What follows belongs to an exercise in optimizing a design on an open flow for small area, a short achievable clock period and few clock cycles per item; a production flow would make more cautious choices. At most, simulation tests tie the RTL to the original design; equivalence was not proved. Power and IR drop assume default switching activity.

==> inputs of run a <==
// syn_rst_scan_counter
module syn_rst_scan_counter #(
    parameter int TABLE_DEPTH = 64,
    parameter int COUNT_WIDTH = 16
) (
    input  logic                              i_clk,
    input  logic                              i_rst_n,
    input  logic                              req_valid,
    output logic                              req_ready,
    input  logic                              req_action,
    input  logic [srsc_pkg::PROTO_W-1:0]      req_ip_protocol,
    input  logic [srsc_pkg::ADDR_W-1:0]       req_source_address,
    input  logic [srsc_pkg::ADDR_W-1:0]       req_dest_address,
    input  logic                              req_flag_syn,
    input  logic                              req_flag_ack,
    input  logic                              req_flag_rst,
    output logic                              rsp_valid,
    input  logic                              rsp_ready,
    output logic [srsc_pkg::ADDR_W-1:0]       rsp_reported_address,
    output logic [srsc_pkg::RPT_CNT_W-1:0]    rsp_reported_count,
    output logic                              rsp_entry_valid,
    output logic                              rsp_table_overflowed,
    output logic                              rsp_last_of_report,
    input  logic                              psel,
    input  logic                              penable,
    input  logic                              pwrite,
    input  logic [srsc_pkg::APB_ADDR_W-1:0]   paddr,
    input  logic [srsc_pkg::APB_DATA_W-1:0]   pwdata,
    output logic [srsc_pkg::APB_DATA_W-1:0]   prdata,
    output logic                              pready
);
make LEC_CHECK=0 CAP_MARGIN=20 CORE_MARGIN=2 CORE_UTILIZATION=40 CTS_BUF_LIST='sky130_fd_sc_hd__clkbuf_4 sky130_fd_sc_hd__clkbuf_8' PLACE_DENSITY=0.6 SETUP_SLACK_MARGIN=4.2 SLEW_MARGIN=20 finish   # period 8.0 ns
run.sh (not shown) runs the stock make flow with config.mk's settings and CLKGATE_MAP_FILE= SYNTH_SCRIPT=/design/flow/synth_recipe.tcl, a recipe that flattens the netlist after the stock synthesis.
==> run b (differences from run a) <==
--- a/flow/design.v
+++ b/flow/design.v
@@ -64,31 +64,24 @@
     input  logic [srsc_pkg::APB_DATA_W-1:0]   pwdata,
     output logic [srsc_pkg::APB_DATA_W-1:0]   prdata,
     output logic                              pready
 );
     localparam int N  = TABLE_DEPTH;
     localparam int W  = COUNT_WIDTH;
     localparam int D  = 3;           
     localparam int QW = $clog2(D + 1);
-    logic [THR_W-1:0] r_thr, r_thr_n;
+    logic [THR_W-1:0] r_thr;
     logic             reg_sel;
     assign reg_sel = (paddr[2] == REG_SCAN_THRESHOLD);
     assign pready  = 1'b1;
-    logic [THR_W-1:0] thr_rd;
-    assign thr_rd  = ~r_thr_n;
-    assign prdata  = reg_sel ? APB_DATA_W'(thr_rd) : '0;
-    always_ff @(posedge i_clk) begin
-        if (!i_rst_n) begin
-            r_thr   <= THR_RESET;
-            r_thr_n <= ~THR_RESET;
-        end else if (psel && penable && pwrite && reg_sel) begin
-            r_thr   <= pwdata[THR_W-1:0];
-            r_thr_n <= ~pwdata[THR_W-1:0];
-        end
+    assign prdata  = reg_sel ? APB_DATA_W'(r_thr) : '0;
+    always_ff @(posedge i_clk) begin
+        if (!i_rst_n) r_thr <= THR_RESET;
+        else if (psel && penable && pwrite && reg_sel) r_thr <= pwdata[THR_W-1:0];
     end
     logic [ADDR_W-1:0] t_addr [0:N-1];
     logic [W-1:0]      t_cnt  [0:N-1];
     logic [N-1:0]      t_vld;
     logic [N-1:0]      t_pend;       
     logic [N-1:0]      t_pend2;      
     logic              r_ovf;
     logic [N-1:0]      free;         
@@ -172,44 +165,35 @@
             y_key <= q_key[0];
             y_hit <= x_hit;
             y_any <= |x_hit;
         end
     end
     logic [N-1:0] frz;           
     logic [N-1:0] h_hit, alloc, bump, sat;
     logic         y_apply;
-    logic [N-1:0] pend_nx, pend2_nx;
-    logic         r_stop;        
-    logic         r_pend_any;    
-    assign stop    = r_stop;
+    assign stop    = |t_pend2;
     assign y_apply = y_evt && !stop;
     assign y_go    = !(y_evt && stop) && !(y_rpt && !rpt_free);
     assign h_hit   = y_apply ? y_hit : '0;
     assign alloc   = (y_apply && !y_any) ? free : '0;
     always_comb begin
         for (int i = 0; i < N; i++) sat[i] = &t_cnt[i];
     end
-    assign bump     = (t_pend | h_hit) & ~frz & ~sat;
-    assign pend_nx  = (frz & (t_pend | h_hit)) | (~frz & (t_pend2 | (t_pend & h_hit)));
-    assign pend2_nx = (frz & (t_pend2 | (t_pend & h_hit))) | (~frz & t_pend2 & h_hit);
-    always_ff @(posedge i_clk) begin
-        if (!i_rst_n) begin
-            t_vld      <= '0;
-            t_pend     <= '0;
-            t_pend2    <= '0;
-            r_stop     <= 1'b0;
-            r_pend_any <= 1'b0;
-            r_ovf      <= 1'b0;
+    assign bump = (t_pend | h_hit) & ~frz & ~sat;
+    always_ff @(posedge i_clk) begin
+        if (!i_rst_n) begin
+            t_vld   <= '0;
+            t_pend  <= '0;
+            t_pend2 <= '0;
+            r_ovf   <= 1'b0;
         end else begin
-            t_vld      <= t_vld | alloc;
-            t_pend     <= pend_nx;
-            t_pend2    <= pend2_nx;
-            r_stop     <= |pend2_nx;
-            r_pend_any <= |pend_nx;
+            t_vld   <= t_vld | alloc;
+            t_pend  <= (frz & (t_pend | h_hit)) | (~frz & (t_pend2 | (t_pend & h_hit)));
+            t_pend2 <= (frz & (t_pend2 | (t_pend & h_hit))) | (~frz & t_pend2 & h_hit);
             if (y_apply && !y_any && t_vld[N-1]) r_ovf <= 1'b1;
         end
     end
     for (genvar i = 0; i < N; i++) begin : g_slot
         logic [W-1:0] ones;
         always_comb begin
             ones[0] = 1'b1;
             for (int b = 1; b < W; b++) ones[b] = ones[b-1] & t_cnt[i][b-1];
@@ -219,90 +203,84 @@
             else          t_cnt[i] <= t_cnt[i] ^ (bump[i] ? ones : '0);
         end
         always_ff @(posedge i_clk) begin
             if (alloc[i]) t_addr[i] <= y_key;
         end
     end
     logic         rpt_go;        
     logic         rpt_scan;      
+    logic         rpt_prime;     
     logic [N-1:0] rpt_mask;      
+    logic [N-1:0] rpt_pick;      
     logic         rpt_ovf;
     logic [N-1:0] qual, pick, rest;
-    logic         out_free, load, last;
+    logic         out_free, load;
     logic         r_out_vld;
     logic [ADDR_W-1:0]    r_out_addr;
     logic [RPT_CNT_W-1:0] r_out_cnt;
     logic                 r_out_ent;
     logic                 r_out_ovf;
     logic                 r_out_last;
     logic [ADDR_W-1:0]    mux_addr;
     logic [W-1:0]         mux_cnt;
     assign out_free = !r_out_vld || rsp_ready;
-    assign load     = rpt_scan && out_free;
-    assign rpt_free = !rpt_scan && !r_pend_any;
+    assign load     = rpt_scan && !rpt_prime && out_free;
+    assign rpt_free = (!rpt_scan || (load && rpt_mask == '0)) && (t_pend == '0);
     assign rpt_go   = y_rpt && rpt_free;
-    assign frz      = rpt_mask;
+    assign frz      = rpt_mask | rpt_pick;
     always_comb begin
         for (int i = 0; i < N; i++) qual[i] = t_vld[i] && (t_cnt[i] > W'(r_thr));
     end
-    localparam int G  = 8;
-    localparam int NG = N / G;
-    logic [NG-1:0] r_gnz, gnz_nx, glow;
-    logic [N-1:0]  below, mask_nx;
-    always_comb begin
-        for (int g = 0; g < NG; g++) begin
-            glow[g] = 1'b0;
-            for (int h = 0; h < g; h++) glow[g] = glow[g] | r_gnz[h];
-            for (int k = 0; k < G; k++) begin
-                below[g*G+k] = glow[g];
-                for (int j = 0; j < k; j++) below[g*G+k] = below[g*G+k] | rpt_mask[g*G+j];
-            end
-        end
-    end
-    assign pick = rpt_mask & ~below;
-    assign rest = rpt_mask & below;
-    assign last = (rest == '0);
-    assign mask_nx = rpt_go ? qual : (load ? rest : rpt_mask);
-    always_comb begin
-        for (int g = 0; g < NG; g++) gnz_nx[g] = |mask_nx[g*G +: G];
-    end
+    logic [N-1:0] below [0:6];
+    assign below[0] = {rpt_mask[N-2:0], 1'b0};
+    for (genvar l = 0; l < 6; l++) begin : g_pfx
+        assign below[l+1] = below[l] | (below[l] << (1 << l));
+    end
+    assign pick = rpt_mask & ~below[6];
+    assign rest = rpt_mask & below[6];
     always_comb begin
         mux_addr = '0;
         mux_cnt  = '0;
         for (int i = 0; i < N; i++) begin
-            mux_addr = mux_addr | (pick[i] ? t_addr[i] : '0);
-            mux_cnt  = mux_cnt  | (pick[i] ? t_cnt[i]  : '0);
+            mux_addr = mux_addr | (rpt_pick[i] ? t_addr[i] : '0);
+            mux_cnt  = mux_cnt  | (rpt_pick[i] ? t_cnt[i]  : '0);
         end
     end
     always_ff @(posedge i_clk) begin
         if (!i_rst_n) begin
             rpt_scan  <= 1'b0;
+            rpt_prime <= 1'b0;
             rpt_mask  <= '0;
-            r_gnz     <= '0;
+            rpt_pick  <= '0;
             r_out_vld <= 1'b0;
         end else begin
             if (rpt_go) rpt_scan <= 1'b1;
-            else if (load && last) rpt_scan <= 1'b0;
-            rpt_mask <= mask_nx;
-            r_gnz    <= gnz_nx;
+            else if (load && rpt_mask == '0) rpt_scan <= 1'b0;
+            rpt_prime <= rpt_go;
+            if (rpt_go) begin
+                rpt_mask <= qual;
+            end else if (rpt_prime || load) begin
+                rpt_mask <= rest;
+                rpt_pick <= pick;
+            end
             if (load) r_out_vld <= 1'b1;
             else if (rsp_ready) r_out_vld <= 1'b0;
         end
     end
     always_ff @(posedge i_clk) begin
         if (rpt_go) begin
             rpt_ovf <= r_ovf;
         end
         if (load) begin
             r_out_addr <= mux_addr;
             r_out_cnt  <= mux_cnt;
-            r_out_ent  <= (rpt_mask != '0);
+            r_out_ent  <= (rpt_pick != '0);
             r_out_ovf  <= rpt_ovf;
-            r_out_last <= last;
+            r_out_last <= (rpt_mask == '0);
         end
     end
     assign rsp_valid            = r_out_vld;
     assign rsp_reported_address = r_out_addr;
     assign rsp_reported_count   = r_out_cnt;
     assign rsp_entry_valid      = r_out_ent;
     assign rsp_table_overflowed = r_out_ovf;
     assign rsp_last_of_report   = r_out_last;
==> flow/config.mk (replaced) <==
export PLATFORM = sky130hd
export DESIGN_NAME = syn_rst_scan_counter
export DESIGN_NICKNAME = syn_rst_scan_counter
export VERILOG_FILES = /design/flow/design.v
export SDC_FILE = /design/flow/constraint.sdc
export NUM_CORES = 4
export LEC_CHECK = 0
export CAP_MARGIN = 20
export CORE_MARGIN = 2
export CORE_UTILIZATION = 40
export PLACE_DENSITY = 0.6
export SLEW_MARGIN = 20
==> run c (differences from run a) <==
--- a/flow/design.v
+++ b/flow/design.v
@@ -120,16 +120,17 @@
     logic         h_vld, x_adv, step2, fwd;
     logic [N-1:0] cam, x_hit;
     assign h_vld = (r_qn != '0);
     always_comb begin
         for (int i = 0; i < N; i++) cam[i] = t_vld[i] && (t_addr[i] == q_key[0]);
     end
     assign fwd   = y_evt && !y_any && (y_key == q_key[0]);
     assign x_hit = cam | (fwd ? free : '0);
+    assign y_any = |y_hit;
     assign x_adv = h_vld && y_go;
     assign step2 = x_adv && !q_rpt[0] && q_two[0];
     assign pop   = x_adv && (q_rpt[0] || !q_two[0]);
     assign qn_next = r_qn + QW'(push) - QW'(pop);
     always_ff @(posedge i_clk) begin
         if (!i_rst_n) begin
             r_qn    <= '0;
             r_ready <= 1'b0;
@@ -166,17 +167,16 @@
             y_evt <= h_vld && !q_rpt[0];
             y_rpt <= h_vld && q_rpt[0];
         end
     end
     always_ff @(posedge i_clk) begin
         if (y_go) begin
             y_key <= q_key[0];
             y_hit <= x_hit;
-            y_any <= |x_hit;
         end
     end
     logic [N-1:0] frz;           
     logic [N-1:0] h_hit, alloc, bump, sat;
     logic         y_apply;
     logic [N-1:0] pend_nx, pend2_nx;
     logic         r_stop;        
     logic         r_pend_any;    
@@ -214,95 +214,131 @@
             ones[0] = 1'b1;
             for (int b = 1; b < W; b++) ones[b] = ones[b-1] & t_cnt[i][b-1];
         end
         always_ff @(posedge i_clk) begin
             if (!i_rst_n) t_cnt[i] <= W'(1);
             else          t_cnt[i] <= t_cnt[i] ^ (bump[i] ? ones : '0);
         end
         always_ff @(posedge i_clk) begin
-            if (alloc[i]) t_addr[i] <= y_key;
+            if (y_evt && free[i]) t_addr[i] <= y_key;
         end
     end
+    localparam int G  = 8;
+    localparam int NG = N / G;
     logic         rpt_go;        
     logic         rpt_scan;      
+    logic         rpt_prime;     
     logic [N-1:0] rpt_mask;      
+    logic [NG-1:0] r_gsel;       
+    logic [G-1:0]  r_kpick;      
+    logic         rpt_pvld;      
+    logic [N-1:0] cur;           
     logic         rpt_ovf;
     logic [N-1:0] qual, pick, rest;
-    logic         out_free, load, last;
+    logic         out_free, load, step;
     logic         r_out_vld;
     logic [ADDR_W-1:0]    r_out_addr;
     logic [RPT_CNT_W-1:0] r_out_cnt;
     logic                 r_out_ent;
     logic                 r_out_ovf;
     logic                 r_out_last;
     logic [ADDR_W-1:0]    mux_addr;
     logic [W-1:0]         mux_cnt;
+    always_comb begin
+        for (int i = 0; i < N; i++) cur[i] = r_gsel[i / G] && r_kpick[i % G];
+    end
     assign out_free = !r_out_vld || rsp_ready;
-    assign load     = rpt_scan && out_free;
+    assign load     = rpt_scan && !rpt_prime && out_free;
+    assign step     = rpt_prime || load;
     assign rpt_free = !rpt_scan && !r_pend_any;
     assign rpt_go   = y_rpt && rpt_free;
-    assign frz      = rpt_mask;
+    assign frz      = rpt_mask | cur;
     always_comb begin
         for (int i = 0; i < N; i++) qual[i] = t_vld[i] && (t_cnt[i] > W'(r_thr));
     end
-    localparam int G  = 8;
-    localparam int NG = N / G;
-    logic [NG-1:0] r_gnz, gnz_nx, glow;
+    logic [NG-1:0] r_gnz, gnz_nx, r_glow, glow_nx, gsel_nx;
+    logic [G-1:0]  kpick_nx;
     logic [N-1:0]  below, mask_nx;
     always_comb begin
         for (int g = 0; g < NG; g++) begin
-            glow[g] = 1'b0;
-            for (int h = 0; h < g; h++) glow[g] = glow[g] | r_gnz[h];
+            glow_nx[g] = 1'b0;
+            for (int h = 0; h < g; h++) glow_nx[g] = glow_nx[g] | gnz_nx[h];
+        end
+    end
+    always_comb begin
+        for (int g = 0; g < NG; g++) begin
             for (int k = 0; k < G; k++) begin
-                below[g*G+k] = glow[g];
+                below[g*G+k] = r_glow[g];
                 for (int j = 0; j < k; j++) below[g*G+k] = below[g*G+k] | rpt_mask[g*G+j];
             end
         end
     end
     assign pick = rpt_mask & ~below;
     assign rest = rpt_mask & below;
-    assign last = (rest == '0);
-    assign mask_nx = rpt_go ? qual : (load ? rest : rpt_mask);
+    always_comb begin
+        for (int g = 0; g < NG; g++) gsel_nx[g] = |pick[g*G +: G];
+        for (int k = 0; k < G; k++) begin
+            kpick_nx[k] = 1'b0;
+            for (int g = 0; g < NG; g++) kpick_nx[k] = kpick_nx[k] | pick[g*G+k];
+        end
+    end
+    assign mask_nx = rpt_go ? qual : (step ? rest : rpt_mask);
     always_comb begin
         for (int g = 0; g < NG; g++) gnz_nx[g] = |mask_nx[g*G +: G];
     end
     always_comb begin
-        mux_addr = '0;
-        mux_cnt  = '0;
-        for (int i = 0; i < N; i++) begin
-            mux_addr = mux_addr | (pick[i] ? t_addr[i] : '0);
-            mux_cnt  = mux_cnt  | (pick[i] ? t_cnt[i]  : '0);
+        logic [ADDR_W+W-1:0] gm;
+        logic [ADDR_W+W-1:0] m;
+        m = '0;
+        for (int g = 0; g < NG; g++) begin
+            gm = '0;
+            for (int k = 0; k < G; k++)
+                gm = gm | (r_kpick[k] ? {t_addr[g*G+k], t_cnt[g*G+k]} : '0);
+            m = m | (r_gsel[g] ? gm : '0);
         end
+        {mux_addr, mux_cnt} = m;
     end
     always_ff @(posedge i_clk) begin
         if (!i_rst_n) begin
             rpt_scan  <= 1'b0;
+            rpt_prime <= 1'b0;
             rpt_mask  <= '0;
+            r_gsel    <= '0;
+            r_kpick   <= '0;
+            rpt_pvld  <= 1'b0;
             r_gnz     <= '0;
+            r_glow    <= '0;
             r_out_vld <= 1'b0;
         end else begin
             if (rpt_go) rpt_scan <= 1'b1;
-            else if (load && last) rpt_scan <= 1'b0;
-            rpt_mask <= mask_nx;
-            r_gnz    <= gnz_nx;
+            else if (load && r_gnz == '0) rpt_scan <= 1'b0;
+            rpt_prime <= rpt_go;
+            rpt_mask  <= mask_nx;
+            r_gnz     <= gnz_nx;
+            r_glow    <= glow_nx;
+            if (step) begin
+                r_gsel   <= gsel_nx;
+                r_kpick  <= kpick_nx;
+                rpt_pvld <= (r_gnz != '0);
+            end
             if (load) r_out_vld <= 1'b1;
             else if (rsp_ready) r_out_vld <= 1'b0;
         end
     end
     always_ff @(posedge i_clk) begin
         if (rpt_go) begin
             rpt_ovf <= r_ovf;
         end
         if (load) begin
             r_out_addr <= mux_addr;
             r_out_cnt  <= mux_cnt;
-            r_out_ent  <= (rpt_mask != '0);
+            r_out_ent  <= rpt_pvld;
             r_out_ovf  <= rpt_ovf;
-            r_out_last <= last;
+            r_out_last <= (r_gnz == '0);
         end
     end
     assign rsp_valid            = r_out_vld;
     assign rsp_reported_address = r_out_addr;
     assign rsp_reported_count   = r_out_cnt;
     assign rsp_entry_valid      = r_out_ent;
     assign rsp_table_overflowed = r_out_ovf;
     assign rsp_last_of_report   = r_out_last;
==> flow/flow/run.sh (new file) <==
#!/bin/bash
# The standard layout (the standard.sh: standard synthesis, floorplan, place,
# CTS, route), except that the I/O port buffers that global placement inserts
# are plain sky130_fd_sc_hd__buf_4 cells instead of the delay cells buffer_ports
# picks on its own. Every port still gets its own buffer.
# make's full output goes to standard.log; each ORFS step keeps its own log
# under orfs/logs/.
set -euo pipefail
export BUFFER_PORTS_ARGS="-buffer_cell sky130_fd_sc_hd__buf_4"
bash standard.sh > standard.log 2>&1
==> flow/standard.sh (new file) <==
#!/bin/bash
# synth_recipe.tcl (not shown) runs the flow's synth.tcl, then flattens the netlist and writes it again
# the make line also repeats each setting of config.mk as NAME=value (left out here)
make -C /OpenROAD-flow-scripts/flow DESIGN_CONFIG=/design/flow/config.mk WORK_HOME=/design/flow/orfs CLKGATE_MAP_FILE= SYNTH_SCRIPT=/design/flow/synth_recipe.tcl "${@:-finish}"
--- a/flow/config.mk
+++ b/flow/config.mk
@@ -5,10 +5,10 @@
 export SDC_FILE = /design/flow/constraint.sdc
 export NUM_CORES = 4
 export LEC_CHECK = 0
 export CAP_MARGIN = 20
 export CORE_MARGIN = 2
 export CORE_UTILIZATION = 40
 export CTS_BUF_LIST = sky130_fd_sc_hd__clkbuf_4 sky130_fd_sc_hd__clkbuf_8
 export PLACE_DENSITY = 0.6
-export SETUP_SLACK_MARGIN = 4.2
+export SETUP_SLACK_MARGIN = 4.8
 export SLEW_MARGIN = 20
removed: flow/run.sh
==> run d (differences from run a) <==
==> flow/flow/run.sh (new file) <==
#!/bin/bash
# The standard layout (the standard.sh: standard synthesis, floorplan, place,
# CTS, route), except that the I/O port buffers that global placement inserts
# are plain sky130_fd_sc_hd__buf_4 cells instead of the delay cells buffer_ports
# picks on its own. Every port still gets its own buffer.
# make's full output goes to standard.log; each ORFS step keeps its own log
# under orfs/logs/.
set -euo pipefail
export BUFFER_PORTS_ARGS="-buffer_cell sky130_fd_sc_hd__buf_4"
bash standard.sh > standard.log 2>&1
==> flow/standard.sh (new file) <==
#!/bin/bash
# synth_recipe.tcl (not shown) runs the flow's synth.tcl, then flattens the netlist and writes it again
# the make line also repeats each setting of config.mk as NAME=value (left out here)
make -C /OpenROAD-flow-scripts/flow DESIGN_CONFIG=/design/flow/config.mk WORK_HOME=/design/flow/orfs CLKGATE_MAP_FILE= SYNTH_SCRIPT=/design/flow/synth_recipe.tcl "${@:-finish}"
removed: flow/run.sh
==> comparison <==
- Run a finished with timing, DRC and antenna clean. Run b died in global routing (GRT-0116). Run c finished with timing, DRC and antenna clean. Run d finished clean.
- Sequential power is about the same in run c and run a.
- Critical path depth, lowest first: run c, run a, run d.
- Synthesized cell count: run a is lower than run c (2.2%).
- In run a the cell area is smaller than in run c, by about 1.8%.
- Non-clock buffer count: run a is higher than run c (36).
- Sequential cell count is the same in run a and run d.
- The highest clock skew belongs to run a, the lowest to run c.
- Routed wire length, lowest first: run c, run a, run d.
==> figures <==
Cells on Worst Hold Path: run d 1; run a 0; run b -; run c 0
Status: run d finished clean; run a finished clean; run b stopped before the end; run c finished clean
Last stage reached: run d -; run a -; run b global routing; run c -
Fin worst setup slack: run d 3.63 ns; run a 3.30 ns; run b -; run c 4.22 ns
Horizontal die dimension: run d 700 um; run a 700 um; run b 700 um; run c 702 um
Die area: run d 490000 um^2; run a 490000 um^2; run b -; run c 493000 um^2
Launch instance of the worst register-to-register path: run d r_gnz[0]$_SDFF_PN0_; run a r_gnz[0]$_SDFF_PN0_; run b -; run c rpt_scan$_SDFFE_PN0P_
Total vias in the final route: run d 168000; run a 168000; run b -; run c 165000
CP peak stage delay: run d 1.13 ns; run a 0.77 ns; run b -; run c 0.98 ns
Area growth syn-to-layout: run d 16.0%; run a 15.6%; run b -; run c 16.9%
Resized Gates After CTS: run d 522; run a 590; run b 0; run c 645
Gate count of the mapped netlist: run d 17400; run a 17400; run b 17100; run c 17800
Multi-input gate count: run d 12600; run a 12600; run b -; run c 13000
Via-to-Cell Ratio: run d 6.70; run a 6.71; run b -; run c 6.48
FF+latch count: run d 3724; run a 3724; run b -; run c 3748
Final non-filler cell area: run d 225000 um^2; run a 224000 um^2; run b -; run c 228000 um^2
Worst setup skew after layout: run d 0.138 ns; run a 0.162 ns; run b -; run c 0.121 ns
Internal Dissipation: run d 37.1 mW; run a 36.4 mW; run b -; run c 38.7 mW
Worst Tran Pin Value: run d 1.42 ns; run a 1.38 ns; run b -; run c 1.36 ns
Testbench counts of run a, summed over its fixed seeds: cycles 4,194, items 3,200.
Testbench counts of run c, summed over its fixed seeds: cycles 4,249, items 3,200.
Testbench counts of run d, summed over its fixed seeds: cycles 4,194, items 3,200.
Only the layout flow was run in run b; the RTL was not checked for function there.

==> port drivers added, routing unchanged <==
The results above use ideal ports. As a check the final layouts listed here were re-extracted and re-timed, cells and wires unchanged. Step 1 assumes that a clkbuf_16 drives the clock port and a buf_2 every other input. Step 2 adds t to the input delays and takes it off the output delays; t is the mean of the earliest and latest rising clock arrival at the registers after step 1. Input paths then give back, and output paths get back, about the clock's delay inside the block. Three values: ideal, step 1, step 2; two values: the first two.
run	t (ns)	slack for setup (ns)	worst setup path at the end	clock arrival spread, ns
run a	1.478	3.302 / 3.302 / 3.220	input to register	0.175 / 0.175
run c	1.441	4.224 / 4.244 / 2.844	input to register	0.140 / 0.140
run d	1.524	3.631 / 3.631 / 3.411	input to register	0.146 / 0.145
After both steps setup and hold are still met in every run listed. For run c, which loses most, drivers alone change the setup slack by +0.020 ns; drivers and shift together by -1.380 ns.
